This is an optimization exercise on Yosys and OpenROAD, whose aim is small area, a short achievable clock period and few clock cycles per item, not a production implementation. The RTL was checked by simulation tests, not by an equivalence proof against the original design. Power figures rest on the tool's default switching activity, not on a simulated workload.

==> design.v <==
package ex_pkg;
  localparam logic [3:0] OP_AND = 4'b0000;
  localparam logic [3:0] OP_OR  = 4'b0001;
  localparam logic [3:0] OP_ADD = 4'b0010;
  localparam logic [3:0] OP_XOR = 4'b0011;
  localparam logic [3:0] OP_SLL = 4'b0100;
  localparam logic [3:0] OP_SRL = 4'b0101;
  localparam logic [3:0] OP_SUB = 4'b0110;
  localparam logic [3:0] OP_SLT = 4'b0111;
  localparam logic [3:0] OP_MUL = 4'b1000;
  localparam logic [3:0] OP_NOR = 4'b1100;
  typedef enum logic {
    ST_IDLE = 1'b0,
    ST_MUL  = 1'b1
  } ex_state_e;
  localparam int unsigned DEFAULT_WIDTH = 32;
  localparam int unsigned MUL_SLICES    = DEFAULT_WIDTH / 8;
  function automatic integer mul_slices(input integer width);
    mul_slices = width / 8;
  endfunction
endpackage
import ex_pkg::*;
module ex_stage
#(
  parameter int unsigned WIDTH = 32
) (
  input  logic             clk,
  input  logic             rst,
  input  logic             in_valid,
  output logic             in_ready,
  input  logic [3:0]       operation,
  input  logic [WIDTH-1:0] op_a,
  input  logic [WIDTH-1:0] op_b,
  input  logic [4:0]       shamt,
  input  logic [4:0]       rd,
  input  logic             reg_write,
  input  logic             stall_in,
  input  logic             flush,
  output logic             out_valid,
  output logic [WIDTH-1:0] result,
  output logic             zero,
  output logic [4:0]       out_rd,
  output logic             out_reg_write,
  output logic             busy
);
  logic v0_q, v1_q;
  logic hold1_s, ld1_s, ld0_s;
  assign hold1_s  = v1_q & stall_in;
  assign ld1_s    = ~hold1_s;
  assign ld0_s    = ~(v0_q & hold1_s);
  assign in_ready = ld0_s;
  always_ff @(posedge clk) begin
    if (!rst || flush) begin
      v0_q <= 1'b0;
      v1_q <= 1'b0;
    end else begin
      if (ld0_s) v0_q <= in_valid;
      if (ld1_s) v1_q <= v0_q;
    end
  end
  logic op_mul, op_sll, op_srl, op_shift, op_sub, op_slt, op_useb;
  assign op_mul   = (operation == OP_MUL);
  assign op_sll   = (operation == OP_SLL);
  assign op_srl   = (operation == OP_SRL);
  assign op_shift = op_sll | op_srl;
  assign op_sub   = (operation == OP_SUB);
  assign op_slt   = (operation == OP_SLT);
  assign op_useb  = (operation == OP_ADD) | op_sub | op_slt | (operation == OP_AND) |
                    (operation == OP_OR) | (operation == OP_XOR) | (operation == OP_NOR);
  logic [31:0] a0_q;
  logic [11:0] one0_q, two0_q, neg0_q;
  logic        l_shift, l_other, l_mul, l_raw, l_hold;
  assign l_hold  = ~ld0_s;
  assign l_shift = ld0_s & op_shift;
  assign l_other = ld0_s & ~op_shift;
  assign l_mul   = ld0_s & op_mul;
  assign l_raw   = ld0_s & ~op_mul & ~op_shift;
  logic [31:0] b_rev, b_sh, b_pre, a_nx;
  always_comb begin
    for (int i = 0; i < 32; i++) b_rev[i] = op_b[31 - i];
    b_sh  = op_sll ? op_b : b_rev;
    b_pre = shamt[4] ? {b_sh[15:0], 16'd0} : b_sh;
  end
  assign a_nx = ({32{l_shift}} & b_pre) | ({32{l_other}} & op_a) | ({32{l_hold}} & a0_q);
  logic [11:0] one_nx, two_nx, neg_nx;
  logic [31:0] braw;
  assign braw = (op_sub | op_slt) ? ~op_b : op_b;
  always_comb begin
    for (int i = 0; i < 12; i++) begin
      logic b2, b1, bm, sel;
      b2  = op_b[2*i+1];
      b1  = op_b[2*i];
      bm  = (i == 0) ? 1'b0 : op_b[2*i-1];
      sel = (i < 8) && (shamt[3:1] == 3'(i));
      one_nx[i] = (l_mul & (b1 ^ bm)) | (l_shift & sel & ~shamt[0]) |
                  (l_raw & braw[2*i]) | (l_hold & one0_q[i]);
      two_nx[i] = (l_mul & ((b2 & ~b1 & ~bm) | (~b2 & b1 & bm))) |
                  (l_shift & sel & shamt[0]) | (l_hold & two0_q[i]);
      neg_nx[i] = (l_mul & b2) | (l_raw & braw[2*i+1]) | (l_hold & neg0_q[i]);
    end
  end
  logic [3:0] wone, wtwo, wneg;
  always_comb begin
    for (int k = 0; k < 4; k++) begin
      logic b2, b1, bm;
      b2 = op_b[2*(12+k)+1];
      b1 = op_b[2*(12+k)];
      bm = op_b[2*(12+k)-1];
      wone[k] = b1 ^ bm;
      wtwo[k] = (b2 & ~b1 & ~bm) | (~b2 & b1 & bm);
      wneg[k] = b2;
    end
  end
  logic [7:0] wpp12;
  logic [5:0] wpp13;
  logic [3:0] wpp14;
  logic       wpp15_0, wpp15_1;
  logic [7:0] a8_sh;
  assign a8_sh   = {op_a[6:0], 1'b0};
  assign wpp12   = ({8{wone[0]}} & op_a[7:0] | {8{wtwo[0]}} & a8_sh[7:0]) ^ {8{wneg[0]}};
  assign wpp13   = ({6{wone[1]}} & op_a[5:0] | {6{wtwo[1]}} & a8_sh[5:0]) ^ {6{wneg[1]}};
  assign wpp14   = ({4{wone[2]}} & op_a[3:0] | {4{wtwo[2]}} & a8_sh[3:0]) ^ {4{wneg[2]}};
  assign wpp15_0 = wone[3] & op_a[0];
  assign wpp15_1 = (wone[3] & (op_a[1] ^ (wneg[3] & op_a[0]))) | (wtwo[3] & op_a[0]);
  logic [7:0] wt_x, wt_y;
  wire whs22, whc22;
  ex_ha u_wha22 (.a(wpp12[4]), .b(wpp13[2]), .s(whs22), .co(whc22));
  wire whs23, whc23;
  ex_ha u_wha23 (.a(wpp12[5]), .b(wpp13[3]), .s(whs23), .co(whc23));
  wire wfs198, wfc198;
  ex_fa u_wfa198 (.a(wpp12[6]), .b(wpp13[4]), .c(wpp14[2]), .s(wfs198), .co(wfc198));
  wire wfs199, wfc199;
  ex_fa u_wfa199 (.a(wpp12[7]), .b(wpp13[5]), .c(wpp14[3]), .s(wfs199), .co(wfc199));
  wire whs24, whc24;
  ex_ha u_wha24 (.a(wpp12[2]), .b(wpp13[0]), .s(whs24), .co(whc24));
  wire whs25, whc25;
  ex_ha u_wha25 (.a(wpp12[3]), .b(wpp13[1]), .s(whs25), .co(whc25));
  wire wfs200, wfc200;
  ex_fa u_wfa200 (.a(whs22), .b(wpp14[0]), .c(wneg[2]), .s(wfs200), .co(wfc200));
  wire wfs201, wfc201;
  ex_fa u_wfa201 (.a(whc22), .b(whs23), .c(wpp14[1]), .s(wfs201), .co(wfc201));
  wire wfs202, wfc202;
  ex_fa u_wfa202 (.a(whc23), .b(wfs198), .c(wpp15_0), .s(wfs202), .co(wfc202));
  wire wfs203, wfc203;
  ex_fa u_wfa203 (.a(wfc198), .b(wfs199), .c(wpp15_1), .s(wfs203), .co(wfc203));
  assign wt_x = {wfc202, wfc201, wfc200, whc25, whc24, whs24, wpp12[1], wpp12[0]};
  assign wt_y = {wfs203, wfs202, wfs201, wfs200, whs25, wneg[1], 1'b0, wneg[0]};
  logic [7:0] w_in;
  assign w_in = op_mul ? (wt_x + wt_y) : (op_useb ? braw[31:24] : 8'd0);
  logic [7:0]  w0_q;
  logic [3:0]  op0_q;
  logic [4:0]  rd0_q;
  logic        rw0_q;
  always_ff @(posedge clk) begin
    a0_q   <= a_nx;
    one0_q <= one_nx;
    two0_q <= two_nx;
    neg0_q <= neg_nx;
  end
  always_ff @(posedge clk) begin
    if (ld0_s) begin
      w0_q   <= w_in;
      op0_q  <= operation;
      rd0_q  <= rd;
      rw0_q  <= reg_write;
    end
  end
  logic [31:0] b0_raw;
  always_comb begin
    for (int i = 0; i < 12; i++) begin
      b0_raw[2*i]   = one0_q[i];
      b0_raw[2*i+1] = neg0_q[i];
    end
    b0_raw[31:24] = w0_q;
  end
  logic [31:0] a_sh;
  assign a_sh = {a0_q[30:0], 1'b0};
  logic [31:0] pp0;
  logic [29:0] pp1;
  logic [27:0] pp2;
  logic [25:0] pp3;
  logic [23:0] pp4;
  logic [21:0] pp5;
  logic [19:0] pp6;
  logic [17:0] pp7;
  logic [15:0] pp8;
  logic [13:0] pp9;
  logic [11:0] pp10;
  logic [9:0]  pp11;
  logic [11:0] bone, btwo, bneg;
  assign bone = one0_q;
  assign btwo = two0_q;
  assign bneg = neg0_q;
  assign pp0  = ({32{bone[0]}}  & a0_q[31:0]  | {32{btwo[0]}}  & a_sh[31:0])  ^ {32{bneg[0]}};
  assign pp1  = ({30{bone[1]}}  & a0_q[29:0]  | {30{btwo[1]}}  & a_sh[29:0])  ^ {30{bneg[1]}};
  assign pp2  = ({28{bone[2]}}  & a0_q[27:0]  | {28{btwo[2]}}  & a_sh[27:0])  ^ {28{bneg[2]}};
  assign pp3  = ({26{bone[3]}}  & a0_q[25:0]  | {26{btwo[3]}}  & a_sh[25:0])  ^ {26{bneg[3]}};
  assign pp4  = ({24{bone[4]}}  & a0_q[23:0]  | {24{btwo[4]}}  & a_sh[23:0])  ^ {24{bneg[4]}};
  assign pp5  = ({22{bone[5]}}  & a0_q[21:0]  | {22{btwo[5]}}  & a_sh[21:0])  ^ {22{bneg[5]}};
  assign pp6  = ({20{bone[6]}}  & a0_q[19:0]  | {20{btwo[6]}}  & a_sh[19:0])  ^ {20{bneg[6]}};
  assign pp7  = ({18{bone[7]}}  & a0_q[17:0]  | {18{btwo[7]}}  & a_sh[17:0])  ^ {18{bneg[7]}};
  assign pp8  = ({16{bone[8]}}  & a0_q[15:0]  | {16{btwo[8]}}  & a_sh[15:0])  ^ {16{bneg[8]}};
  assign pp9  = ({14{bone[9]}}  & a0_q[13:0]  | {14{btwo[9]}}  & a_sh[13:0])  ^ {14{bneg[9]}};
  assign pp10 = ({12{bone[10]}} & a0_q[11:0]  | {12{btwo[10]}} & a_sh[11:0])  ^ {12{bneg[10]}};
  assign pp11 = ({10{bone[11]}} & a0_q[9:0]   | {10{btwo[11]}} & a_sh[9:0])   ^ {10{bneg[11]}};
  logic [31:0] tree_x, tree_y;
  wire hs0, hc0;
  ex_ha u_ha0 (.a(pp0[16]), .b(pp1[14]), .s(hs0), .co(hc0));
  wire hs1, hc1;
  ex_ha u_ha1 (.a(pp0[17]), .b(pp1[15]), .s(hs1), .co(hc1));
  wire fs0, fc0;
  ex_fa u_fa0 (.a(pp0[18]), .b(pp1[16]), .c(pp2[14]), .s(fs0), .co(fc0));
  wire hs2, hc2;
  ex_ha u_ha2 (.a(pp3[12]), .b(pp4[10]), .s(hs2), .co(hc2));
  wire fs1, fc1;
  ex_fa u_fa1 (.a(pp0[19]), .b(pp1[17]), .c(pp2[15]), .s(fs1), .co(fc1));
  wire hs3, hc3;
  ex_ha u_ha3 (.a(pp3[13]), .b(pp4[11]), .s(hs3), .co(hc3));
  wire fs2, fc2;
  ex_fa u_fa2 (.a(pp0[20]), .b(pp1[18]), .c(pp2[16]), .s(fs2), .co(fc2));
  wire fs3, fc3;
  ex_fa u_fa3 (.a(pp3[14]), .b(pp4[12]), .c(pp5[10]), .s(fs3), .co(fc3));
  wire hs4, hc4;
  ex_ha u_ha4 (.a(pp6[8]), .b(pp7[6]), .s(hs4), .co(hc4));
  wire fs4, fc4;
  ex_fa u_fa4 (.a(pp0[21]), .b(pp1[19]), .c(pp2[17]), .s(fs4), .co(fc4));
  wire fs5, fc5;
  ex_fa u_fa5 (.a(pp3[15]), .b(pp4[13]), .c(pp5[11]), .s(fs5), .co(fc5));
  wire hs5, hc5;
  ex_ha u_ha5 (.a(pp6[9]), .b(pp7[7]), .s(hs5), .co(hc5));
  wire fs6, fc6;
  ex_fa u_fa6 (.a(pp0[22]), .b(pp1[20]), .c(pp2[18]), .s(fs6), .co(fc6));
  wire fs7, fc7;
  ex_fa u_fa7 (.a(pp3[16]), .b(pp4[14]), .c(pp5[12]), .s(fs7), .co(fc7));
  wire fs8, fc8;
  ex_fa u_fa8 (.a(pp6[10]), .b(pp7[8]), .c(pp8[6]), .s(fs8), .co(fc8));
  wire hs6, hc6;
  ex_ha u_ha6 (.a(pp9[4]), .b(pp10[2]), .s(hs6), .co(hc6));
  wire fs9, fc9;
  ex_fa u_fa9 (.a(pp0[23]), .b(pp1[21]), .c(pp2[19]), .s(fs9), .co(fc9));
  wire fs10, fc10;
  ex_fa u_fa10 (.a(pp3[17]), .b(pp4[15]), .c(pp5[13]), .s(fs10), .co(fc10));
  wire fs11, fc11;
  ex_fa u_fa11 (.a(pp6[11]), .b(pp7[9]), .c(pp8[7]), .s(fs11), .co(fc11));
  wire hs7, hc7;
  ex_ha u_ha7 (.a(pp9[5]), .b(pp10[3]), .s(hs7), .co(hc7));
  wire fs12, fc12;
  ex_fa u_fa12 (.a(pp0[24]), .b(pp1[22]), .c(pp2[20]), .s(fs12), .co(fc12));
  wire fs13, fc13;
  ex_fa u_fa13 (.a(pp3[18]), .b(pp4[16]), .c(pp5[14]), .s(fs13), .co(fc13));
  wire fs14, fc14;
  ex_fa u_fa14 (.a(pp6[12]), .b(pp7[10]), .c(pp8[8]), .s(fs14), .co(fc14));
  wire fs15, fc15;
  ex_fa u_fa15 (.a(pp9[6]), .b(pp10[4]), .c(pp11[2]), .s(fs15), .co(fc15));
  wire fs16, fc16;
  ex_fa u_fa16 (.a(pp0[25]), .b(pp1[23]), .c(pp2[21]), .s(fs16), .co(fc16));
  wire fs17, fc17;
  ex_fa u_fa17 (.a(pp3[19]), .b(pp4[17]), .c(pp5[15]), .s(fs17), .co(fc17));
  wire fs18, fc18;
  ex_fa u_fa18 (.a(pp6[13]), .b(pp7[11]), .c(pp8[9]), .s(fs18), .co(fc18));
  wire fs19, fc19;
  ex_fa u_fa19 (.a(pp9[7]), .b(pp10[5]), .c(pp11[3]), .s(fs19), .co(fc19));
  wire fs20, fc20;
  ex_fa u_fa20 (.a(pp0[26]), .b(pp1[24]), .c(pp2[22]), .s(fs20), .co(fc20));
  wire fs21, fc21;
  ex_fa u_fa21 (.a(pp3[20]), .b(pp4[18]), .c(pp5[16]), .s(fs21), .co(fc21));
  wire fs22, fc22;
  ex_fa u_fa22 (.a(pp6[14]), .b(pp7[12]), .c(pp8[10]), .s(fs22), .co(fc22));
  wire fs23, fc23;
  ex_fa u_fa23 (.a(pp9[8]), .b(pp10[6]), .c(pp11[4]), .s(fs23), .co(fc23));
  wire fs24, fc24;
  ex_fa u_fa24 (.a(pp0[27]), .b(pp1[25]), .c(pp2[23]), .s(fs24), .co(fc24));
  wire fs25, fc25;
  ex_fa u_fa25 (.a(pp3[21]), .b(pp4[19]), .c(pp5[17]), .s(fs25), .co(fc25));
  wire fs26, fc26;
  ex_fa u_fa26 (.a(pp6[15]), .b(pp7[13]), .c(pp8[11]), .s(fs26), .co(fc26));
  wire fs27, fc27;
  ex_fa u_fa27 (.a(pp9[9]), .b(pp10[7]), .c(pp11[5]), .s(fs27), .co(fc27));
  wire fs28, fc28;
  ex_fa u_fa28 (.a(pp0[28]), .b(pp1[26]), .c(pp2[24]), .s(fs28), .co(fc28));
  wire fs29, fc29;
  ex_fa u_fa29 (.a(pp3[22]), .b(pp4[20]), .c(pp5[18]), .s(fs29), .co(fc29));
  wire fs30, fc30;
  ex_fa u_fa30 (.a(pp6[16]), .b(pp7[14]), .c(pp8[12]), .s(fs30), .co(fc30));
  wire fs31, fc31;
  ex_fa u_fa31 (.a(pp9[10]), .b(pp10[8]), .c(pp11[6]), .s(fs31), .co(fc31));
  wire fs32, fc32;
  ex_fa u_fa32 (.a(pp0[29]), .b(pp1[27]), .c(pp2[25]), .s(fs32), .co(fc32));
  wire fs33, fc33;
  ex_fa u_fa33 (.a(pp3[23]), .b(pp4[21]), .c(pp5[19]), .s(fs33), .co(fc33));
  wire fs34, fc34;
  ex_fa u_fa34 (.a(pp6[17]), .b(pp7[15]), .c(pp8[13]), .s(fs34), .co(fc34));
  wire fs35, fc35;
  ex_fa u_fa35 (.a(pp9[11]), .b(pp10[9]), .c(pp11[7]), .s(fs35), .co(fc35));
  wire fs36, fc36;
  ex_fa u_fa36 (.a(pp0[30]), .b(pp1[28]), .c(pp2[26]), .s(fs36), .co(fc36));
  wire fs37, fc37;
  ex_fa u_fa37 (.a(pp3[24]), .b(pp4[22]), .c(pp5[20]), .s(fs37), .co(fc37));
  wire fs38, fc38;
  ex_fa u_fa38 (.a(pp6[18]), .b(pp7[16]), .c(pp8[14]), .s(fs38), .co(fc38));
  wire fs39, fc39;
  ex_fa u_fa39 (.a(pp9[12]), .b(pp10[10]), .c(pp11[8]), .s(fs39), .co(fc39));
  wire fs40, fc40;
  ex_fa u_fa40 (.a(pp0[31]), .b(pp1[29]), .c(pp2[27]), .s(fs40), .co(fc40));
  wire fs41, fc41;
  ex_fa u_fa41 (.a(pp3[25]), .b(pp4[23]), .c(pp5[21]), .s(fs41), .co(fc41));
  wire fs42, fc42;
  ex_fa u_fa42 (.a(pp6[19]), .b(pp7[17]), .c(pp8[15]), .s(fs42), .co(fc42));
  wire fs43, fc43;
  ex_fa u_fa43 (.a(pp9[13]), .b(pp10[11]), .c(pp11[9]), .s(fs43), .co(fc43));
  wire hs8, hc8;
  ex_ha u_ha8 (.a(pp0[10]), .b(pp1[8]), .s(hs8), .co(hc8));
  wire hs9, hc9;
  ex_ha u_ha9 (.a(pp0[11]), .b(pp1[9]), .s(hs9), .co(hc9));
  wire fs44, fc44;
  ex_fa u_fa44 (.a(pp0[12]), .b(pp1[10]), .c(pp2[8]), .s(fs44), .co(fc44));
  wire hs10, hc10;
  ex_ha u_ha10 (.a(pp3[6]), .b(pp4[4]), .s(hs10), .co(hc10));
  wire fs45, fc45;
  ex_fa u_fa45 (.a(pp0[13]), .b(pp1[11]), .c(pp2[9]), .s(fs45), .co(fc45));
  wire hs11, hc11;
  ex_ha u_ha11 (.a(pp3[7]), .b(pp4[5]), .s(hs11), .co(hc11));
  wire fs46, fc46;
  ex_fa u_fa46 (.a(pp0[14]), .b(pp1[12]), .c(pp2[10]), .s(fs46), .co(fc46));
  wire fs47, fc47;
  ex_fa u_fa47 (.a(pp3[8]), .b(pp4[6]), .c(pp5[4]), .s(fs47), .co(fc47));
  wire hs12, hc12;
  ex_ha u_ha12 (.a(pp6[2]), .b(pp7[0]), .s(hs12), .co(hc12));
  wire fs48, fc48;
  ex_fa u_fa48 (.a(pp0[15]), .b(pp1[13]), .c(pp2[11]), .s(fs48), .co(fc48));
  wire fs49, fc49;
  ex_fa u_fa49 (.a(pp3[9]), .b(pp4[7]), .c(pp5[5]), .s(fs49), .co(fc49));
  wire hs13, hc13;
  ex_ha u_ha13 (.a(pp6[3]), .b(pp7[1]), .s(hs13), .co(hc13));
  wire fs50, fc50;
  ex_fa u_fa50 (.a(hs0), .b(pp2[12]), .c(pp3[10]), .s(fs50), .co(fc50));
  wire fs51, fc51;
  ex_fa u_fa51 (.a(pp4[8]), .b(pp5[6]), .c(pp6[4]), .s(fs51), .co(fc51));
  wire fs52, fc52;
  ex_fa u_fa52 (.a(pp7[2]), .b(pp8[0]), .c(bneg[8]), .s(fs52), .co(fc52));
  wire fs53, fc53;
  ex_fa u_fa53 (.a(hc0), .b(hs1), .c(pp2[13]), .s(fs53), .co(fc53));
  wire fs54, fc54;
  ex_fa u_fa54 (.a(pp3[11]), .b(pp4[9]), .c(pp5[7]), .s(fs54), .co(fc54));
  wire fs55, fc55;
  ex_fa u_fa55 (.a(pp6[5]), .b(pp7[3]), .c(pp8[1]), .s(fs55), .co(fc55));
  wire fs56, fc56;
  ex_fa u_fa56 (.a(hc1), .b(fs0), .c(hs2), .s(fs56), .co(fc56));
  wire fs57, fc57;
  ex_fa u_fa57 (.a(pp5[8]), .b(pp6[6]), .c(pp7[4]), .s(fs57), .co(fc57));
  wire fs58, fc58;
  ex_fa u_fa58 (.a(pp8[2]), .b(pp9[0]), .c(bneg[9]), .s(fs58), .co(fc58));
  wire fs59, fc59;
  ex_fa u_fa59 (.a(fc0), .b(hc2), .c(fs1), .s(fs59), .co(fc59));
  wire fs60, fc60;
  ex_fa u_fa60 (.a(hs3), .b(pp5[9]), .c(pp6[7]), .s(fs60), .co(fc60));
  wire fs61, fc61;
  ex_fa u_fa61 (.a(pp7[5]), .b(pp8[3]), .c(pp9[1]), .s(fs61), .co(fc61));
  wire fs62, fc62;
  ex_fa u_fa62 (.a(fc1), .b(hc3), .c(fs2), .s(fs62), .co(fc62));
  wire fs63, fc63;
  ex_fa u_fa63 (.a(fs3), .b(hs4), .c(pp8[4]), .s(fs63), .co(fc63));
  wire fs64, fc64;
  ex_fa u_fa64 (.a(pp9[2]), .b(pp10[0]), .c(bneg[10]), .s(fs64), .co(fc64));
  wire fs65, fc65;
  ex_fa u_fa65 (.a(fc2), .b(fc3), .c(hc4), .s(fs65), .co(fc65));
  wire fs66, fc66;
  ex_fa u_fa66 (.a(fs4), .b(fs5), .c(hs5), .s(fs66), .co(fc66));
  wire fs67, fc67;
  ex_fa u_fa67 (.a(pp8[5]), .b(pp9[3]), .c(pp10[1]), .s(fs67), .co(fc67));
  wire fs68, fc68;
  ex_fa u_fa68 (.a(fc4), .b(fc5), .c(hc5), .s(fs68), .co(fc68));
  wire fs69, fc69;
  ex_fa u_fa69 (.a(fs6), .b(fs7), .c(fs8), .s(fs69), .co(fc69));
  wire fs70, fc70;
  ex_fa u_fa70 (.a(hs6), .b(pp11[0]), .c(bneg[11]), .s(fs70), .co(fc70));
  wire fs71, fc71;
  ex_fa u_fa71 (.a(fc6), .b(fc7), .c(fc8), .s(fs71), .co(fc71));
  wire fs72, fc72;
  ex_fa u_fa72 (.a(hc6), .b(fs9), .c(fs10), .s(fs72), .co(fc72));
  wire fs73, fc73;
  ex_fa u_fa73 (.a(fs11), .b(hs7), .c(pp11[1]), .s(fs73), .co(fc73));
  wire fs74, fc74;
  ex_fa u_fa74 (.a(fc9), .b(fc10), .c(fc11), .s(fs74), .co(fc74));
  wire fs75, fc75;
  ex_fa u_fa75 (.a(hc7), .b(fs12), .c(fs13), .s(fs75), .co(fc75));
  wire fs76, fc76;
  ex_fa u_fa76 (.a(fs14), .b(fs15), .c(w0_q[0]), .s(fs76), .co(fc76));
  wire fs77, fc77;
  ex_fa u_fa77 (.a(fc12), .b(fc13), .c(fc14), .s(fs77), .co(fc77));
  wire fs78, fc78;
  ex_fa u_fa78 (.a(fc15), .b(fs16), .c(fs17), .s(fs78), .co(fc78));
  wire fs79, fc79;
  ex_fa u_fa79 (.a(fs18), .b(fs19), .c(w0_q[1]), .s(fs79), .co(fc79));
  wire fs80, fc80;
  ex_fa u_fa80 (.a(fc16), .b(fc17), .c(fc18), .s(fs80), .co(fc80));
  wire fs81, fc81;
  ex_fa u_fa81 (.a(fc19), .b(fs20), .c(fs21), .s(fs81), .co(fc81));
  wire fs82, fc82;
  ex_fa u_fa82 (.a(fs22), .b(fs23), .c(w0_q[2]), .s(fs82), .co(fc82));
  wire fs83, fc83;
  ex_fa u_fa83 (.a(fc20), .b(fc21), .c(fc22), .s(fs83), .co(fc83));
  wire fs84, fc84;
  ex_fa u_fa84 (.a(fc23), .b(fs24), .c(fs25), .s(fs84), .co(fc84));
  wire fs85, fc85;
  ex_fa u_fa85 (.a(fs26), .b(fs27), .c(w0_q[3]), .s(fs85), .co(fc85));
  wire fs86, fc86;
  ex_fa u_fa86 (.a(fc24), .b(fc25), .c(fc26), .s(fs86), .co(fc86));
  wire fs87, fc87;
  ex_fa u_fa87 (.a(fc27), .b(fs28), .c(fs29), .s(fs87), .co(fc87));
  wire fs88, fc88;
  ex_fa u_fa88 (.a(fs30), .b(fs31), .c(w0_q[4]), .s(fs88), .co(fc88));
  wire fs89, fc89;
  ex_fa u_fa89 (.a(fc28), .b(fc29), .c(fc30), .s(fs89), .co(fc89));
  wire fs90, fc90;
  ex_fa u_fa90 (.a(fc31), .b(fs32), .c(fs33), .s(fs90), .co(fc90));
  wire fs91, fc91;
  ex_fa u_fa91 (.a(fs34), .b(fs35), .c(w0_q[5]), .s(fs91), .co(fc91));
  wire fs92, fc92;
  ex_fa u_fa92 (.a(fc32), .b(fc33), .c(fc34), .s(fs92), .co(fc92));
  wire fs93, fc93;
  ex_fa u_fa93 (.a(fc35), .b(fs36), .c(fs37), .s(fs93), .co(fc93));
  wire fs94, fc94;
  ex_fa u_fa94 (.a(fs38), .b(fs39), .c(w0_q[6]), .s(fs94), .co(fc94));
  wire fs95, fc95;
  ex_fa u_fa95 (.a(fc36), .b(fc37), .c(fc38), .s(fs95), .co(fc95));
  wire fs96, fc96;
  ex_fa u_fa96 (.a(fc39), .b(fs40), .c(fs41), .s(fs96), .co(fc96));
  wire fs97, fc97;
  ex_fa u_fa97 (.a(fs42), .b(fs43), .c(w0_q[7]), .s(fs97), .co(fc97));
  wire hs14, hc14;
  ex_ha u_ha14 (.a(pp0[6]), .b(pp1[4]), .s(hs14), .co(hc14));
  wire hs15, hc15;
  ex_ha u_ha15 (.a(pp0[7]), .b(pp1[5]), .s(hs15), .co(hc15));
  wire fs98, fc98;
  ex_fa u_fa98 (.a(pp0[8]), .b(pp1[6]), .c(pp2[4]), .s(fs98), .co(fc98));
  wire hs16, hc16;
  ex_ha u_ha16 (.a(pp3[2]), .b(pp4[0]), .s(hs16), .co(hc16));
  wire fs99, fc99;
  ex_fa u_fa99 (.a(pp0[9]), .b(pp1[7]), .c(pp2[5]), .s(fs99), .co(fc99));
  wire hs17, hc17;
  ex_ha u_ha17 (.a(pp3[3]), .b(pp4[1]), .s(hs17), .co(hc17));
  wire fs100, fc100;
  ex_fa u_fa100 (.a(hs8), .b(pp2[6]), .c(pp3[4]), .s(fs100), .co(fc100));
  wire fs101, fc101;
  ex_fa u_fa101 (.a(pp4[2]), .b(pp5[0]), .c(bneg[5]), .s(fs101), .co(fc101));
  wire fs102, fc102;
  ex_fa u_fa102 (.a(hc8), .b(hs9), .c(pp2[7]), .s(fs102), .co(fc102));
  wire fs103, fc103;
  ex_fa u_fa103 (.a(pp3[5]), .b(pp4[3]), .c(pp5[1]), .s(fs103), .co(fc103));
  wire fs104, fc104;
  ex_fa u_fa104 (.a(hc9), .b(fs44), .c(hs10), .s(fs104), .co(fc104));
  wire fs105, fc105;
  ex_fa u_fa105 (.a(pp5[2]), .b(pp6[0]), .c(bneg[6]), .s(fs105), .co(fc105));
  wire fs106, fc106;
  ex_fa u_fa106 (.a(fc44), .b(hc10), .c(fs45), .s(fs106), .co(fc106));
  wire fs107, fc107;
  ex_fa u_fa107 (.a(hs11), .b(pp5[3]), .c(pp6[1]), .s(fs107), .co(fc107));
  wire fs108, fc108;
  ex_fa u_fa108 (.a(fc45), .b(hc11), .c(fs46), .s(fs108), .co(fc108));
  wire fs109, fc109;
  ex_fa u_fa109 (.a(fs47), .b(hs12), .c(bneg[7]), .s(fs109), .co(fc109));
  wire fs110, fc110;
  ex_fa u_fa110 (.a(fc46), .b(fc47), .c(hc12), .s(fs110), .co(fc110));
  wire fs111, fc111;
  ex_fa u_fa111 (.a(fs48), .b(fs49), .c(hs13), .s(fs111), .co(fc111));
  wire fs112, fc112;
  ex_fa u_fa112 (.a(fc48), .b(fc49), .c(hc13), .s(fs112), .co(fc112));
  wire fs113, fc113;
  ex_fa u_fa113 (.a(fs50), .b(fs51), .c(fs52), .s(fs113), .co(fc113));
  wire fs114, fc114;
  ex_fa u_fa114 (.a(fc50), .b(fc51), .c(fc52), .s(fs114), .co(fc114));
  wire fs115, fc115;
  ex_fa u_fa115 (.a(fs53), .b(fs54), .c(fs55), .s(fs115), .co(fc115));
  wire fs116, fc116;
  ex_fa u_fa116 (.a(fc53), .b(fc54), .c(fc55), .s(fs116), .co(fc116));
  wire fs117, fc117;
  ex_fa u_fa117 (.a(fs56), .b(fs57), .c(fs58), .s(fs117), .co(fc117));
  wire fs118, fc118;
  ex_fa u_fa118 (.a(fc56), .b(fc57), .c(fc58), .s(fs118), .co(fc118));
  wire fs119, fc119;
  ex_fa u_fa119 (.a(fs59), .b(fs60), .c(fs61), .s(fs119), .co(fc119));
  wire fs120, fc120;
  ex_fa u_fa120 (.a(fc59), .b(fc60), .c(fc61), .s(fs120), .co(fc120));
  wire fs121, fc121;
  ex_fa u_fa121 (.a(fs62), .b(fs63), .c(fs64), .s(fs121), .co(fc121));
  wire fs122, fc122;
  ex_fa u_fa122 (.a(fc62), .b(fc63), .c(fc64), .s(fs122), .co(fc122));
  wire fs123, fc123;
  ex_fa u_fa123 (.a(fs65), .b(fs66), .c(fs67), .s(fs123), .co(fc123));
  wire fs124, fc124;
  ex_fa u_fa124 (.a(fc65), .b(fc66), .c(fc67), .s(fs124), .co(fc124));
  wire fs125, fc125;
  ex_fa u_fa125 (.a(fs68), .b(fs69), .c(fs70), .s(fs125), .co(fc125));
  wire fs126, fc126;
  ex_fa u_fa126 (.a(fc68), .b(fc69), .c(fc70), .s(fs126), .co(fc126));
  wire fs127, fc127;
  ex_fa u_fa127 (.a(fs71), .b(fs72), .c(fs73), .s(fs127), .co(fc127));
  wire fs128, fc128;
  ex_fa u_fa128 (.a(fc71), .b(fc72), .c(fc73), .s(fs128), .co(fc128));
  wire fs129, fc129;
  ex_fa u_fa129 (.a(fs74), .b(fs75), .c(fs76), .s(fs129), .co(fc129));
  wire fs130, fc130;
  ex_fa u_fa130 (.a(fc74), .b(fc75), .c(fc76), .s(fs130), .co(fc130));
  wire fs131, fc131;
  ex_fa u_fa131 (.a(fs77), .b(fs78), .c(fs79), .s(fs131), .co(fc131));
  wire fs132, fc132;
  ex_fa u_fa132 (.a(fc77), .b(fc78), .c(fc79), .s(fs132), .co(fc132));
  wire fs133, fc133;
  ex_fa u_fa133 (.a(fs80), .b(fs81), .c(fs82), .s(fs133), .co(fc133));
  wire fs134, fc134;
  ex_fa u_fa134 (.a(fc80), .b(fc81), .c(fc82), .s(fs134), .co(fc134));
  wire fs135, fc135;
  ex_fa u_fa135 (.a(fs83), .b(fs84), .c(fs85), .s(fs135), .co(fc135));
  wire fs136, fc136;
  ex_fa u_fa136 (.a(fc83), .b(fc84), .c(fc85), .s(fs136), .co(fc136));
  wire fs137, fc137;
  ex_fa u_fa137 (.a(fs86), .b(fs87), .c(fs88), .s(fs137), .co(fc137));
  wire fs138, fc138;
  ex_fa u_fa138 (.a(fc86), .b(fc87), .c(fc88), .s(fs138), .co(fc138));
  wire fs139, fc139;
  ex_fa u_fa139 (.a(fs89), .b(fs90), .c(fs91), .s(fs139), .co(fc139));
  wire fs140, fc140;
  ex_fa u_fa140 (.a(fc89), .b(fc90), .c(fc91), .s(fs140), .co(fc140));
  wire fs141, fc141;
  ex_fa u_fa141 (.a(fs92), .b(fs93), .c(fs94), .s(fs141), .co(fc141));
  wire fs142, fc142;
  ex_fa u_fa142 (.a(fc92), .b(fc93), .c(fc94), .s(fs142), .co(fc142));
  wire fs143, fc143;
  ex_fa u_fa143 (.a(fs95), .b(fs96), .c(fs97), .s(fs143), .co(fc143));
  wire hs18, hc18;
  ex_ha u_ha18 (.a(pp0[4]), .b(pp1[2]), .s(hs18), .co(hc18));
  wire hs19, hc19;
  ex_ha u_ha19 (.a(pp0[5]), .b(pp1[3]), .s(hs19), .co(hc19));
  wire fs144, fc144;
  ex_fa u_fa144 (.a(hs14), .b(pp2[2]), .c(pp3[0]), .s(fs144), .co(fc144));
  wire fs145, fc145;
  ex_fa u_fa145 (.a(hc14), .b(hs15), .c(pp2[3]), .s(fs145), .co(fc145));
  wire fs146, fc146;
  ex_fa u_fa146 (.a(hc15), .b(fs98), .c(hs16), .s(fs146), .co(fc146));
  wire fs147, fc147;
  ex_fa u_fa147 (.a(fc98), .b(hc16), .c(fs99), .s(fs147), .co(fc147));
  wire fs148, fc148;
  ex_fa u_fa148 (.a(fc99), .b(hc17), .c(fs100), .s(fs148), .co(fc148));
  wire fs149, fc149;
  ex_fa u_fa149 (.a(fc100), .b(fc101), .c(fs102), .s(fs149), .co(fc149));
  wire fs150, fc150;
  ex_fa u_fa150 (.a(fc102), .b(fc103), .c(fs104), .s(fs150), .co(fc150));
  wire fs151, fc151;
  ex_fa u_fa151 (.a(fc104), .b(fc105), .c(fs106), .s(fs151), .co(fc151));
  wire fs152, fc152;
  ex_fa u_fa152 (.a(fc106), .b(fc107), .c(fs108), .s(fs152), .co(fc152));
  wire fs153, fc153;
  ex_fa u_fa153 (.a(fc108), .b(fc109), .c(fs110), .s(fs153), .co(fc153));
  wire fs154, fc154;
  ex_fa u_fa154 (.a(fc110), .b(fc111), .c(fs112), .s(fs154), .co(fc154));
  wire fs155, fc155;
  ex_fa u_fa155 (.a(fc112), .b(fc113), .c(fs114), .s(fs155), .co(fc155));
  wire fs156, fc156;
  ex_fa u_fa156 (.a(fc114), .b(fc115), .c(fs116), .s(fs156), .co(fc156));
  wire fs157, fc157;
  ex_fa u_fa157 (.a(fc116), .b(fc117), .c(fs118), .s(fs157), .co(fc157));
  wire fs158, fc158;
  ex_fa u_fa158 (.a(fc118), .b(fc119), .c(fs120), .s(fs158), .co(fc158));
  wire fs159, fc159;
  ex_fa u_fa159 (.a(fc120), .b(fc121), .c(fs122), .s(fs159), .co(fc159));
  wire fs160, fc160;
  ex_fa u_fa160 (.a(fc122), .b(fc123), .c(fs124), .s(fs160), .co(fc160));
  wire fs161, fc161;
  ex_fa u_fa161 (.a(fc124), .b(fc125), .c(fs126), .s(fs161), .co(fc161));
  wire fs162, fc162;
  ex_fa u_fa162 (.a(fc126), .b(fc127), .c(fs128), .s(fs162), .co(fc162));
  wire fs163, fc163;
  ex_fa u_fa163 (.a(fc128), .b(fc129), .c(fs130), .s(fs163), .co(fc163));
  wire fs164, fc164;
  ex_fa u_fa164 (.a(fc130), .b(fc131), .c(fs132), .s(fs164), .co(fc164));
  wire fs165, fc165;
  ex_fa u_fa165 (.a(fc132), .b(fc133), .c(fs134), .s(fs165), .co(fc165));
  wire fs166, fc166;
  ex_fa u_fa166 (.a(fc134), .b(fc135), .c(fs136), .s(fs166), .co(fc166));
  wire fs167, fc167;
  ex_fa u_fa167 (.a(fc136), .b(fc137), .c(fs138), .s(fs167), .co(fc167));
  wire fs168, fc168;
  ex_fa u_fa168 (.a(fc138), .b(fc139), .c(fs140), .s(fs168), .co(fc168));
  wire fs169, fc169;
  ex_fa u_fa169 (.a(fc140), .b(fc141), .c(fs142), .s(fs169), .co(fc169));
  wire hs20, hc20;
  ex_ha u_ha20 (.a(pp0[2]), .b(pp1[0]), .s(hs20), .co(hc20));
  wire hs21, hc21;
  ex_ha u_ha21 (.a(pp0[3]), .b(pp1[1]), .s(hs21), .co(hc21));
  wire fs170, fc170;
  ex_fa u_fa170 (.a(hs18), .b(pp2[0]), .c(bneg[2]), .s(fs170), .co(fc170));
  wire fs171, fc171;
  ex_fa u_fa171 (.a(hc18), .b(hs19), .c(pp2[1]), .s(fs171), .co(fc171));
  wire fs172, fc172;
  ex_fa u_fa172 (.a(hc19), .b(fs144), .c(bneg[3]), .s(fs172), .co(fc172));
  wire fs173, fc173;
  ex_fa u_fa173 (.a(fc144), .b(fs145), .c(pp3[1]), .s(fs173), .co(fc173));
  wire fs174, fc174;
  ex_fa u_fa174 (.a(fc145), .b(fs146), .c(bneg[4]), .s(fs174), .co(fc174));
  wire fs175, fc175;
  ex_fa u_fa175 (.a(fc146), .b(fs147), .c(hs17), .s(fs175), .co(fc175));
  wire fs176, fc176;
  ex_fa u_fa176 (.a(fc147), .b(fs148), .c(fs101), .s(fs176), .co(fc176));
  wire fs177, fc177;
  ex_fa u_fa177 (.a(fc148), .b(fs149), .c(fs103), .s(fs177), .co(fc177));
  wire fs178, fc178;
  ex_fa u_fa178 (.a(fc149), .b(fs150), .c(fs105), .s(fs178), .co(fc178));
  wire fs179, fc179;
  ex_fa u_fa179 (.a(fc150), .b(fs151), .c(fs107), .s(fs179), .co(fc179));
  wire fs180, fc180;
  ex_fa u_fa180 (.a(fc151), .b(fs152), .c(fs109), .s(fs180), .co(fc180));
  wire fs181, fc181;
  ex_fa u_fa181 (.a(fc152), .b(fs153), .c(fs111), .s(fs181), .co(fc181));
  wire fs182, fc182;
  ex_fa u_fa182 (.a(fc153), .b(fs154), .c(fs113), .s(fs182), .co(fc182));
  wire fs183, fc183;
  ex_fa u_fa183 (.a(fc154), .b(fs155), .c(fs115), .s(fs183), .co(fc183));
  wire fs184, fc184;
  ex_fa u_fa184 (.a(fc155), .b(fs156), .c(fs117), .s(fs184), .co(fc184));
  wire fs185, fc185;
  ex_fa u_fa185 (.a(fc156), .b(fs157), .c(fs119), .s(fs185), .co(fc185));
  wire fs186, fc186;
  ex_fa u_fa186 (.a(fc157), .b(fs158), .c(fs121), .s(fs186), .co(fc186));
  wire fs187, fc187;
  ex_fa u_fa187 (.a(fc158), .b(fs159), .c(fs123), .s(fs187), .co(fc187));
  wire fs188, fc188;
  ex_fa u_fa188 (.a(fc159), .b(fs160), .c(fs125), .s(fs188), .co(fc188));
  wire fs189, fc189;
  ex_fa u_fa189 (.a(fc160), .b(fs161), .c(fs127), .s(fs189), .co(fc189));
  wire fs190, fc190;
  ex_fa u_fa190 (.a(fc161), .b(fs162), .c(fs129), .s(fs190), .co(fc190));
  wire fs191, fc191;
  ex_fa u_fa191 (.a(fc162), .b(fs163), .c(fs131), .s(fs191), .co(fc191));
  wire fs192, fc192;
  ex_fa u_fa192 (.a(fc163), .b(fs164), .c(fs133), .s(fs192), .co(fc192));
  wire fs193, fc193;
  ex_fa u_fa193 (.a(fc164), .b(fs165), .c(fs135), .s(fs193), .co(fc193));
  wire fs194, fc194;
  ex_fa u_fa194 (.a(fc165), .b(fs166), .c(fs137), .s(fs194), .co(fc194));
  wire fs195, fc195;
  ex_fa u_fa195 (.a(fc166), .b(fs167), .c(fs139), .s(fs195), .co(fc195));
  wire fs196, fc196;
  ex_fa u_fa196 (.a(fc167), .b(fs168), .c(fs141), .s(fs196), .co(fc196));
  wire fs197, fc197;
  ex_fa u_fa197 (.a(fc168), .b(fs169), .c(fs143), .s(fs197), .co(fc197));
  assign tree_x = {fc196, fc195, fc194, fc193, fc192, fc191, fc190, fc189, fc188, fc187, fc186, fc185, fc184, fc183, fc182, fc181, fc180, fc179, fc178, fc177, fc176, fc175, fc174, fc173, fc172, fc171, fc170, hc21, hc20, hs20, pp0[1], pp0[0]};
  assign tree_y = {fs197, fs196, fs195, fs194, fs193, fs192, fs191, fs190, fs189, fs188, fs187, fs186, fs185, fs184, fs183, fs182, fs181, fs180, fs179, fs178, fs177, fs176, fs175, fs174, fs173, fs172, fs171, fs170, hs21, bneg[1], 1'b0, 1'b0};
  logic [31:0] hp, hg, hp_rev;
  assign hp = tree_x ^ tree_y;
  assign hg = tree_x & tree_y;
  always_comb begin
    for (int i = 0; i < 32; i++) hp_rev[i] = hp[31 - i];
  end
  logic [31:0] ap, ag;
  assign ap = a0_q ^ b0_raw;
  assign ag = a0_q & b0_raw;
  logic [31:0] sg [0:5];
  logic [31:0] sp [0:5];
  logic        lt;
  always_comb begin
    sg[0] = {1'b0, ag[30:1], ag[0] | ap[0]};
    sp[0] = {1'b1, ap[30:1], 1'b0};
    for (int l = 0; l < 5; l++) begin
      sg[l+1] = 32'd0;
      sp[l+1] = 32'd0;
      for (int j = 0; j < (16 >> l); j++) begin
        sg[l+1][j] = sg[l][2*j+1] | (sp[l][2*j+1] & sg[l][2*j]);
        sp[l+1][j] = sp[l][2*j+1] & sp[l][2*j];
      end
    end
    lt = ap[31] ? ~sg[5][0] : a0_q[31];
  end
  logic [31:0] p1_q, g1_q;
  logic s_tree, s_srl, s_ap, s_addsub, s_ag, s_or, s_nor, s_slt, s_hold;
  assign s_hold   = ~ld1_s;
  assign s_tree   = ld1_s & ((op0_q == OP_MUL) | (op0_q == OP_SLL));
  assign s_srl    = ld1_s & (op0_q == OP_SRL);
  assign s_addsub = ld1_s & ((op0_q == OP_ADD) | (op0_q == OP_SUB));
  assign s_ap     = s_addsub | (ld1_s & (op0_q == OP_XOR));
  assign s_ag     = ld1_s & (op0_q == OP_AND);
  assign s_or     = ld1_s & (op0_q == OP_OR);
  assign s_nor    = ld1_s & (op0_q == OP_NOR);
  assign s_slt    = ld1_s & (op0_q == OP_SLT);
  logic [31:0] p_nx, g_nx;
  logic        c_d;
  assign p_nx = ({32{s_tree}} & hp) | ({32{s_srl}} & hp_rev) | ({32{s_ap}} & ap) |
                ({32{s_ag}} & ag) | ({32{s_or}} & (ap | ag)) | ({32{s_nor}} & ~(ap | ag)) |
                {31'd0, s_slt & lt} | ({32{s_hold}} & p1_q);
  assign g_nx = ({32{s_tree}} & hg) | ({32{s_addsub}} & ag) | ({32{s_hold}} & g1_q);
  assign c_d  = ((op0_q == OP_MUL) & bneg[0]) | (op0_q == OP_SUB);
  logic        c1_q;
  logic [4:0]  rd1_q;
  logic        rw1_q;
  always_ff @(posedge clk) begin
    p1_q <= p_nx;
    g1_q <= g_nx;
  end
  always_ff @(posedge clk) begin
    if (ld1_s) begin
      c1_q  <= c_d;
      rd1_q <= rd0_q;
      rw1_q <= rw0_q;
    end
  end
  logic [31:0] hg0, hpp0, hgk [0:4], hpk [0:4];
  logic [31:0] gall, cy;
  always_comb begin
    hg0  = g1_q;
    hpp0 = p1_q;
    hg0[0] = g1_q[0] | (p1_q[0] & c1_q);
    hgk[0] = hg0;
    hpk[0] = hpp0;
    for (int i = 1; i < 32; i += 2) begin
      hgk[0][i] = hg0[i] | (hpp0[i] & hg0[i-1]);
      hpk[0][i] = hpp0[i] & hpp0[i-1];
    end
    for (int l = 1; l < 5; l++) begin
      hgk[l] = hgk[l-1];
      hpk[l] = hpk[l-1];
      for (int i = 1; i < 32; i += 2) begin
        if (i - (1 << l) >= 0) begin
          hgk[l][i] = hgk[l-1][i] | (hpk[l-1][i] & hgk[l-1][i - (1 << l)]);
          hpk[l][i] = hpk[l-1][i] & hpk[l-1][i - (1 << l)];
        end
      end
    end
    gall = hgk[4];
    for (int i = 2; i < 32; i += 2)
      gall[i] = hg0[i] | (hpp0[i] & hgk[4][i-1]);
    cy = {gall[30:0], c1_q};
  end
  logic [31:0] zterm;
  assign zterm = p1_q ^ {p1_q[30:0] | g1_q[30:0], c1_q};
  assign result        = p1_q ^ cy;
  assign zero          = ~|zterm;
  assign out_valid     = v1_q;
  assign out_rd        = rd1_q;
  assign out_reg_write = rw1_q;
  assign busy          = v0_q;
endmodule
module ex_fa (
  input  logic a,
  input  logic b,
  input  logic c,
  output logic s,
  output logic co
);
  assign s  = a ^ b ^ c;
  assign co = (a & b) | (a & c) | (b & c);
endmodule
module ex_ha (
  input  logic a,
  input  logic b,
  output logic s,
  output logic co
);
  assign s  = a ^ b;
  assign co = a & b;
endmodule
==> flow/run.sh <==
#!/bin/bash
# The standard layout; the port buffers use the smallest buffer cell
# (every input and output port still gets its own buffer).
set -euo pipefail
bash standard.sh "BUFFER_PORTS_ARGS=-buffer_cell sky130_fd_sc_hd__buf_1" finish > flow_make.log 2>&1
==> standard.sh <==
#!/bin/bash
# synth_recipe.tcl (not shown) runs the flow's synth.tcl, then flattens the netlist and writes it again
# the make line also repeats each setting of config.mk as NAME=value (left out here)
make -C /OpenROAD-flow-scripts/flow DESIGN_CONFIG=/design/flow/config.mk WORK_HOME=/design/flow/orfs CLKGATE_MAP_FILE= SYNTH_SCRIPT=/design/flow/synth_recipe.tcl "${@:-finish}"
==> config.mk <==
export PLATFORM = sky130hd
export DESIGN_NAME = ex_stage
export DESIGN_NICKNAME = ex_stage
export VERILOG_FILES = /design/flow/design.v
export SDC_FILE = /design/flow/constraint.sdc
export NUM_CORES = 4
export LEC_CHECK = 0
export ABC_AREA = 1
export CAP_MARGIN = 20
export CORE_MARGIN = 2
export CORE_UTILIZATION = 40
export CTS_BUF_LIST = sky130_fd_sc_hd__clkbuf_8
export SETUP_SLACK_MARGIN = 5
export SLEW_MARGIN = 20
export SYNTH_HIERARCHICAL = 1
==> constraint.sdc <==
create_clock -name core_clock -period 10.0 [get_ports {clk}]
set_input_delay 2.0000 -clock core_clock [delete_from_list [all_inputs] [get_ports {clk}]]
set_output_delay 2.0000 -clock core_clock [all_outputs]
set_load 0.01 [all_outputs]
==> results.rst, run 1 <==
.. list-table::
   :header-rows: 1

   * - Metric
     - Value
   * - Run status
     - no timing/DRC/antenna violations
   * - Overall routed net length
     - 86600 µm
   * - Worst-path clk slew
     - 0.09 ns
   * - Startpoint of the worst register-to-register path
     - a0_q[0]
   * - Clock root buffer
     - sky130_fd_sc_hd__clkbuf_8
   * - DR vias/cell
     - 6.20
   * - Total number of H-tree levels
     - 4
   * - Cell taking the most area after synthesis
     - sky130_fd_sc_hd__fa_1
   * - Classification of the worst setup path
     - in -> out
   * - Tot GR Track Use
     - 32.2%
   * - Required time of the critical path
     - 8.00 ns
   * - Count of endpoints failing setup in the final report
     - 0
   * - P&R area growth vs syn
     - 8.91%
   * - Net Switching
     - 4450 µW
   * - Antenna violation net count after detailed routing
     - 0
   * - Highest-count cells in the layout ignoring fill and taps
     - 385 x sky130_fd_sc_hd__nand2_1, 298 x sky130_fd_sc_hd__xor2_1, 283 x sky130_fd_sc_hd__o22ai_1
   * - Final clock period utilization by the worst path
     - 49.5%
   * - Signal arrival time at the worst endpoint
     - 2.95 ns
   * - Power consumption
     - 7820 µW
   * - Synth top area cells
     - sky130_fd_sc_hd__fa_1 20%, sky130_fd_sc_hd__dfxtp_1 13%, sky130_fd_sc_hd__xor2_1 13%
   * - Unrepaired setup endpoints after global routing
     - true
   * - Num CTS Buffers
     - 17
   * - Clk buf depth
     - 2
   * - Destination of the worst register-to-register timing path
     - p1_q[7]
   * - Number of register bits inferred by synthesis
     - 158
   * - Main combinational cell family by area after synthesis
     - adder cells
   * - Cell leakage power
     - 0.00941 µW
   * - Post-synth top flop
     - sky130_fd_sc_hd__dfxtp_1
   * - Synth Cell Area
     - 20300 µm²
   * - Category of the worst setup path launch point
     - primary input
   * - Transition time of the tightest slew-check pin
     - 1.06 ns
   * - Multiplexer fraction of the synthesized cell area
     - 0%
   * - Synthesized-area fraction occupied by and/or/nand/nor cells
     - 13.7%
   * - Share of the synthesized area in compound gates (AO/OA/AOI/OAI)
     - 19.3%
   * - Async S/R FF share, synth
     - 0%
   * - Nets
     - 2964
   * - Share of total power in the clock network
     - 6.0%
   * - Switching share of power
     - 56.9%
   * - Number of diodes added for antenna fixing
     - 0
   * - Highest fanout seen on the critical path
     - 32
   * - Hold WS
     - 0.429 ns
   * - Overall die width
     - 229 µm
   * - Post-synthesis adder-cell area fraction
     - 28.9%
   * - Storage cell area
     - 3420 µm²
   * - Summed area of non-filler cells in the final layout
     - 22100 µm²
   * - Startpoint of the worst setup timing path
     - stall_in
   * - Hold Fails Final Rpt
     - 0
   * - Placeable core region
     - 50200 µm²
   * - Final Max Slew Viols
     - 0
   * - Number of flops mapped to enable cells by yosys
     - 25
   * - Worst Setup EP
     - in_ready
   * - Gp weighted congestion
     - 0.970
   * - Post-Synth XOR/XNOR Area
     - 13.1%
   * - Number of instances in the synthesized netlist
     - 2490
   * - Iteration-0 DRC Markers
     - 2645
   * - Internal Dissipation
     - 3370 µW
   * - Type of element capturing the critical path
     - primary output
   * - Fraction of layout cells with a size suffix above 1
     - 8.64%
   * - Number of I/O port buffers
     - 125
   * - Sequential fraction of design power
     - 12.1%
   * - Max-capacitance violation count
     - 0
   * - CTS tree
     - done
   * - Total via count after detailed routing
     - 19938
   * - Latest clock arrival within the worst-skew pair
     - 0.52 ns
   * - Headroom to the max-slew limit
     - 29.3%
   * - Die ar.
     - 52700 µm²
   * - Via count of the first global-routing pass
     - 19631
   * - Starting utilization of the core area
     - 40.5%
   * - Most frequent standard cell in the layout excluding fill and tap cells
     - sky130_fd_sc_hd__nand2_1
   * - Pin count of the biggest net entering global routing
     - 58
   * - Register area share after synthesis
     - 16.8%
   * - Sum of negative setup slack
     - 0 ns
   * - Multi-input gate area
     - 15500 µm²
   * - Aggregate global routing overflow
     - 0
   * - Peak supply drop
     - 378 µV
   * - Number of antenna violations at the first check in global routing
     - 0
   * - Mapped Avg Cell Area
     - 8.17 µm²
   * - Number of DRC violations after detailed routing
     - 0
   * - Number of rows in the core area
     - 82
   * - Cells on worst reg2reg path
     - 12
   * - Area share of the leading cell type in the synthesized netlist
     - 20.1%
   * - Path category of the worst min-delay check
     - reg -> reg
   * - Overall die height
     - 229 µm
   * - Post-route core utilization
     - 44.1%
   * - Cell area after placement
     - 21100 µm²
   * - Fillers
     - 5093
   * - Wire length of the first global-routing pass
     - 127000 µm
   * - Placed wire-length estimate
     - 60700 µm
   * - Post-DR wirelength/cell
     - 26.9 µm
   * - Total power divided by cell area
     - 353 nW/µm²
   * - Tmin final
     - 4.95 ns
   * - Pre-Repair DR Iteration Count
     - 9
   * - Setup slack on the worst flop-to-flop path
     - 5.08 ns
   * - Number of different library cells in the post-synthesis netlist
     - 55
   * - Max frequency
     - 202 MHz
   * - Clock net sink count
     - 158
   * - I/O pin cnt
     - 126
   * - Synth Net Count
     - 2921
   * - Combinational share of power
     - 81.8%
   * - Warnings from Yosys
     - 11
   * - Largest clock skew in the final design
     - 0.0154 ns
## cell usage after synthesis (all sizes together), types with 80 or more instances
library cell	number
xor2	299
nand2	397
buf	80
inv	238
fa	204
a21oi	95
ha	143
nor2	129
clkbuf	88
dfxtp	133
o21ai	91
o22ai	283
## cell families (layout without fill, tap and decap cells)
family,count (synthesis),count (layout)
AO/OA/AOI/OAI,615,615
XOR/XNOR,304,304
adder cells (fa/ha/maj),347,347
buffers and inverters,418,471
flip-flops,158,158
AND/OR/NAND/NOR,648,651
## power by group through the flow
| stage | Sequential, µW | Combinational (µW) | Clock (µW) |
|---|---|---|---|
| floorplan | 867 | 3720 | 0 |
| global placement | 945 | 6060 | 0 |
| detailed placement | 948 | 6110 | 0 |
| CTS | 936 | 6160 | 473 |
| global route | 965 | 6980 | 498 |
| finish | 950 | 6400 | 472 |
## cell type report
| cell class | instances | area share, % |
|---|---|---|
| multi-input combinational | 1917 | 69.9 |
| timing repair buffer | 182 | 4.37 |
| clock inverter | 12 | 0.395 |
| tap | 672 | 3.80 |
| timing repair inverter | 7 | 0.209 |
| sequential | 158 | 15.5 |
| clock buffer | 20 | 1.24 |
| inverter | 250 | 4.67 |
## metal layers
layer | global-route usage (%) | wire length (µm)
met1 | 43.7 | 35300
met2 | 46.3 | 35900
met3 | 9.69 | 11100
met4 | 15.3 | 4220
met5 | 0.827 | 55
## flip-flops by register name (all words and copies together), names as in the netlist
register	cells
rd0_q	5
p1_q	32
neg0_q	12
op0_q	4
a0_q	32
g1_q	31
rw0_q	1
v1_q	1
two0_q	12
one0_q	12
rd1_q	5
v0_q	1
c1_q	1
w0_q	8
rw1_q	1
## critical path: stages
cell,delay (ns)
sky130_fd_sc_hd__clkbuf_2,0.18
sky130_fd_sc_hd__nand2_8,0.18
sky130_fd_sc_hd__clkinv_16,0.15
sky130_fd_sc_hd__nand2_8,0.22
sky130_fd_sc_hd__buf_1,0.18
## per-module statistics from Yosys (local to each module, per instance)
module    times used  cells  flip-flops and latches  area (µm²)
ex_fa            204      1                       0        20.0
ex_ha             26      1                       0        12.5
ex_stage           1   2260                     158       15900
## how the worst min path moves through the flow
stage	start	endpoint	cells past startpoint
after global routing	rd0_q[3]	rd1_q[3]	0
after floorplan	rd0_q[0]	rd1_q[0]	0
after global placement	rd0_q[3]	rd1_q[3]	0
after detailed placement	rd0_q[3]	rd1_q[3]	0
after CTS	rd0_q[3]	rd1_q[3]	0
final	rd0_q[3]	rd1_q[3]	0
## through the flow
stage	setup WS, ns	instances
after floorplan	5.12	2490
after global placement	4.04	3146
after detailed placement	4.06	3146
after CTS	4.95	3189
after global routing	4.96	3218
final	5.05	3218
## timing repair
action | in CTS | in global routing
setup endpoints to repair | 32 | 32
buffers inserted | 7 | 23
cloned | 4 | 6
endpoints found under the hold margin | 0 | 0
hold buffers | 0 | 0
gates resized for setup | 49 | 47
pin swaps | 16 | 17
Testbench counts, summed over its fixed seeds: cycles 13,329, items 12,000.
==> run 2: changes to the inputs <==
==> flow/run.sh (replaced) <==
#!/bin/bash
# The standard layout with two changes to how it is made:
#  - synthesis maps the logic with flow/abc_area.script (an area-oriented
#    ABC script) in place of ORFS's abc_area.script; everything else in the
#    synthesis, including the registers, is the standard one;
#  - the port buffers use the smallest buffer cell (every input and output
#    port still gets its own buffer).
set -euo pipefail
rm -rf myscripts
cp -r "$FLOW_HOME/scripts" myscripts
cp flow/abc_area.script myscripts/abc_area.script
bash standard.sh "SCRIPTS_DIR=$PWD/myscripts" synth > synth_make.log 2>&1
bash standard.sh "BUFFER_PORTS_ARGS=-buffer_cell sky130_fd_sc_hd__buf_1" finish > flow_make.log 2>&1
==> flow/abc_area.script (new file) <==
strash
dch -f
map -a
topo
dnsize -c
==> results.rst, run 2 <==
.. list-table::
   :header-rows: 1

   * - Metric
     - Value
   * - Wire length of the first global-routing pass
     - 121000 µm (was 127000 µm)
   * - Peak supply drop
     - 385 µV (was 378 µV)
   * - Via count of the first global-routing pass
     - 18988 (was 19631)
   * - Synth Cell Area
     - 19000 µm² (was 20300 µm²)
   * - Number of rows in the core area
     - 79 (was 82)
   * - Most used standard cell by instance count after synthesis
     - sky130_fd_sc_hd__o22ai_1 (was sky130_fd_sc_hd__nand2_1)
   * - Unrepaired setup endpoints after global routing
     - true (unchanged)
   * - Post-DR wirelength/cell
     - 27.4 µm (was 26.9 µm)
   * - Largest clock skew in the final design
     - 0.0148 ns (was 0.0154 ns)
   * - Hold Fails Final Rpt
     - 0 (unchanged)
   * - Cell leakage power
     - 0.00879 µW (was 0.00941 µW)
   * - Headroom to the max-slew limit
     - 29.7% (was 29.3%)
   * - Antenna violation net count after detailed routing
     - 0 (unchanged)
   * - Die ar.
     - 49200 µm² (was 52700 µm²)
   * - Tmin final
     - 5.68 ns (was 4.95 ns)
   * - Clk buf depth
     - 2 (unchanged)
   * - Most frequent standard cell in the layout excluding fill and tap cells
     - sky130_fd_sc_hd__xor2_1 (was sky130_fd_sc_hd__nand2_1)
   * - Nets
     - 2803 (was 2964)
   * - I/O pin cnt
     - 126 (unchanged)
   * - Category of the worst setup path launch point
     - register (was primary input)
   * - Total power divided by cell area
     - 383 nW/µm² (was 353 nW/µm²)
   * - Aggregate global routing overflow
     - 0 (unchanged)
   * - Highest fanout seen on the critical path
     - 2 (was 32)
   * - Clock net sink count
     - 158 (unchanged)
   * - Sum of negative setup slack
     - 0 ns (unchanged)
   * - Post-synth top flop
     - sky130_fd_sc_hd__dfxtp_1 (unchanged)
   * - Tot GR Track Use
     - 32.5% (was 32.2%)
   * - Path category of the worst min-delay check
     - reg -> reg (unchanged)
   * - Worst-path clk slew
     - 0.10 ns (was 0.09 ns)
   * - Number of register bits inferred by synthesis
     - 158 (unchanged)
   * - Overall die width
     - 222 µm (was 229 µm)
   * - Iteration-0 DRC Markers
     - 2657 (was 2645)
   * - P&R area growth vs syn
     - 17.0% (was 8.91%)
   * - Max-capacitance violation count
     - 0 (unchanged)
   * - Multi-input gate area
     - 15200 µm² (was 15500 µm²)
   * - Clock root buffer
     - sky130_fd_sc_hd__clkbuf_8 (unchanged)
   * - Hold WS
     - 0.421 ns (was 0.429 ns)
   * - Summed area of non-filler cells in the final layout
     - 22200 µm² (was 22100 µm²)
   * - Pre-Repair DR Iteration Count
     - 6 (was 9)
   * - Final Max Slew Viols
     - 0 (unchanged)
   * - Synth Net Count
     - 2584 (was 2921)
   * - Run status
     - no timing/DRC/antenna violations (unchanged)
   * - Cell taking the most area after synthesis
     - sky130_fd_sc_hd__fa_1 (unchanged)
   * - Number of instances in the synthesized netlist
     - 2153 (was 2490)
   * - Top post-synthesis cells by count
     - 270 x sky130_fd_sc_hd__o22ai_1, 269 x sky130_fd_sc_hd__xor2_1, 218 x sky130_fd_sc_hd__clkinv_1, 204 x sky130_fd_sc_hd__fa_1, 177 x sky130_fd_sc_hd__nand2_1 (was 392 x sky130_fd_sc_hd__nand2_1, 299 x sky130_fd_sc_hd__xor2_1, 283 x sky130_fd_sc_hd__o22ai_1, 214 x sky130_fd_sc_hd__inv_1, 204 x sky130_fd_sc_hd__fa_1)
   * - DR vias/cell
     - 6.50 (was 6.20)
   * - Number of DRC violations after detailed routing
     - 0 (unchanged)
   * - Overall die height
     - 222 µm (was 229 µm)
   * - Max frequency
     - 176 MHz (was 202 MHz)
   * - Count of endpoints failing setup in the final report
     - 0 (unchanged)
   * - Total via count after detailed routing
     - 19465 (was 19938)
   * - Fraction of layout cells with a size suffix above 1
     - 12.2% (was 8.64%)
   * - Pin count of the biggest net entering global routing
     - 65 (was 58)
   * - Number of I/O port buffers
     - 125 (unchanged)
   * - Register area share after synthesis
     - 18.0% (was 16.8%)
   * - Highest-count cells in the layout ignoring fill and taps
     - 268 x sky130_fd_sc_hd__xor2_1, 267 x sky130_fd_sc_hd__o22ai_1, 200 x sky130_fd_sc_hd__fa_1 (was 385 x sky130_fd_sc_hd__nand2_1, 298 x sky130_fd_sc_hd__xor2_1, 283 x sky130_fd_sc_hd__o22ai_1)
   * - Signal arrival time at the worst endpoint
     - 3.68 ns (was 2.95 ns)
   * - Number of different library cells in the post-synthesis netlist
     - 33 (was 55)
   * - Power consumption
     - 8510 µW (was 7820 µW)
   * - Number of antenna violations at the first check in global routing
     - 3 (was 0)
   * - Transition time of the tightest slew-check pin
     - 1.04 ns (was 1.06 ns)
   * - Num CTS Buffers
     - 17 (unchanged)
   * - Registers with the highest flip-flop counts
     - a0_q x32, p1_q x32, g1_q x31 (unchanged)
   * - Starting utilization of the core area
     - 40.6% (was 40.5%)
   * - Overall routed net length
     - 82000 µm (was 86600 µm)
   * - Gp weighted congestion
     - 0.989 (was 0.970)
   * - Placeable core region
     - 46800 µm² (was 50200 µm²)
   * - Async S/R FF share, synth
     - 0% (unchanged)
   * - Synth top area cells
     - sky130_fd_sc_hd__fa_1 22%, sky130_fd_sc_hd__dfxtp_1 14%, sky130_fd_sc_hd__xor2_1 12% (was sky130_fd_sc_hd__fa_1 20%, sky130_fd_sc_hd__dfxtp_1 13%, sky130_fd_sc_hd__xor2_1 13%)
   * - Warnings from Yosys
     - 11 (unchanged)
   * - Final clock period utilization by the worst path
     - 56.8% (was 49.5%)
   * - Cell area after placement
     - 20600 µm² (was 21100 µm²)
   * - Total number of H-tree levels
     - 4 (unchanged)
   * - Mapped Avg Cell Area
     - 8.82 µm² (was 8.17 µm²)
   * - Latest clock arrival within the worst-skew pair
     - 0.51 ns (was 0.52 ns)
   * - Placed wire-length estimate
     - 58500 µm (was 60700 µm)
   * - Area share of the leading cell type in the synthesized netlist
     - 21.5% (was 20.1%)
   * - Classification of the worst setup path
     - reg -> out (was in -> out)
   * - Number of flops mapped to enable cells by yosys
     - 25 (unchanged)
   * - CTS tree
     - done (unchanged)
   * - Type of element capturing the critical path
     - primary output (unchanged)
   * - Cts-stage hold buffer count
     - 0 (unchanged)
   * - Fillers
     - 4527 (was 5093)
   * - Required time of the critical path
     - 8.00 ns (about the same)
   * - Storage cell area
     - 3450 µm² (was 3420 µm²)
[run 2: cell types whose count changed after synthesis, sizes merged, moves of 25 or more]
cell     before  now
nor2        129  175
xnor2         5   30
a22oi        33  100
clkinv       12  218
nand3        60   25
inv         238    0
nand2       397  177
clkbuf       88    0
buf          80    0
o2111ai      41   12
o21ai        91  118
xor2        299  269
[run 2: cell type report]
class                      instances  share of cell area [%]
tap                              607                    3.42
timing repair buffer             193                    5.64
clock inverter                    15                   0.861
sequential                       158                    15.5
antenna                            1                  0.0113
multi-input combinational       1778                    68.5
timing repair inverter             6                   0.186
inverter                         218                    4.77
clock buffer                      17                    1.05
[run 2: through the flow]
stage / instances / utilization, % / worst slack, ns
finish: 2993 / 47.5 / 4.32
global placement: 2920 / 44.0 / 3.58
floorplan: 2153 / - / 4.99
CTS: 2973 / 46.3 / 4.11
detailed placement: 2921 / 44.0 / 3.46
global route: 2993 / 47.5 / 4.07
[run 2: timing repair]
| action | in CTS | in global routing |
|---|---|---|
| gates resized for setup | 141 | 136 |
| setup buffers | 15 | 15 |
| endpoints found under the setup margin | 70 | 49 |
| cloned | 5 | 4 |
| pin swaps | 31 | 24 |
[run 2: power breakdown]
| group | internal, µW | switching (µW) |
|---|---|---|
| logic | 2820 | 4190 |
| clock network | 271 | 268 |
| registers | 767 | 205 |
[run 2: path summary, 6_finish.rpt]
path	start	end	slack, ns	depth (start not counted)
worst min-delay path	rd0_q[3]	rd1_q[3]	0.42	0
worst max-delay path	c1_q	result[29]	4.32	23
worst max register to register	a0_q[12]	p1_q[3]	5.04	13
worst min register to register	rd0_q[3]	rd1_q[3]	0.42	0
[run 2: critical path, cell delays in order, from the launching register on]
cell and delay (ns):
sky130_fd_sc_hd__edfxtp_1 0.39, sky130_fd_sc_hd__ha_2 0.18, sky130_fd_sc_hd__or2_4 0.23, sky130_fd_sc_hd__ha_4 0.15, sky130_fd_sc_hd__or2_4 0.23, sky130_fd_sc_hd__nand3_2 0.05, sky130_fd_sc_hd__and2_4 0.15, sky130_fd_sc_hd__clkinv_4 0.05
sky130_fd_sc_hd__a31oi_4 0.15, sky130_fd_sc_hd__inv_2 0.07, sky130_fd_sc_hd__nand2_2 0.06, sky130_fd_sc_hd__o211ai_1 0.11, sky130_fd_sc_hd__nand2_1 0.09, sky130_fd_sc_hd__o211ai_1 0.12, sky130_fd_sc_hd__nand2_1 0.10, sky130_fd_sc_hd__o211ai_1 0.13
sky130_fd_sc_hd__nand2_1 0.09, sky130_fd_sc_hd__o211ai_1 0.10, sky130_fd_sc_hd__nand2_1 0.08, sky130_fd_sc_hd__o211ai_1 0.09, sky130_fd_sc_hd__ha_2 0.21, sky130_fd_sc_hd__nor2_4 0.08, sky130_fd_sc_hd__xnor2_1 0.10, sky130_fd_sc_hd__buf_2 0.14
[run 2: routing by layer]
layer | vias up | share of wire [%] | global-route usage [%]
li1 | 8316 | - | -
met1 | 9414 | 41 | 45.2
met2 | 1445 | 41 | 46.7
met3 | 286 | 12 | 8.55
met4 | 4 | 5.5 | 15.8
met5 | - | 0.026 | 0
[run 2: cells by family (layout without fill, tap and decap cells)]
family                     after synthesis  count (layout)  synth area share [%]
AOI/OAI and AO/OA                      709             709                  24.0
other                                    0               1                     0
buffers and inverters                  218             449                  4.31
DFF                                    158             158                  18.0
adders and majority gates              347             347                  30.9
xor gates and xnor gates               299             299                  13.8
and+or+nand+nor                        422             423                  8.98
[run 2: per-module statistics from Yosys, one instance, submodules excluded]
module	flops+latches	copies in the design
ex_fa	0	204
ex_ha	0	26
ex_stage	158	1

afterwards: timing with drivers on the ports:
The results above use ideal ports. As a check the final layouts listed here were re-extracted and re-timed, cells and wires unchanged. Step 1, drivers: a clkbuf_16 drives clk and a buf_2 each remaining input, both assumed. Step 2 moves the port delays by t, midway between the first and last clock arrival at a register: inputs arrive t later, outputs are due t later. That takes back most of the time a late clock gives input paths. Slacks: ideal ports / drivers / drivers and shift; pairs: ideal ports / drivers.
run | t (ns) | setup WS [ns] | latest minus earliest clock arrival (ns) | pins driven straight from the clock port
run 1 | 0.556 | 5.047 / 5.024 / 4.778 | 0.016 / 0.016 | 1
run 2 | 0.555 | 4.321 / 4.269 / 4.579 | 0.015 / 0.014 | 1
After both steps every run listed still meets setup and hold. The setup slack of run 1, which loses most, moves by -0.023 ns with the drivers and by -0.269 ns with both steps.
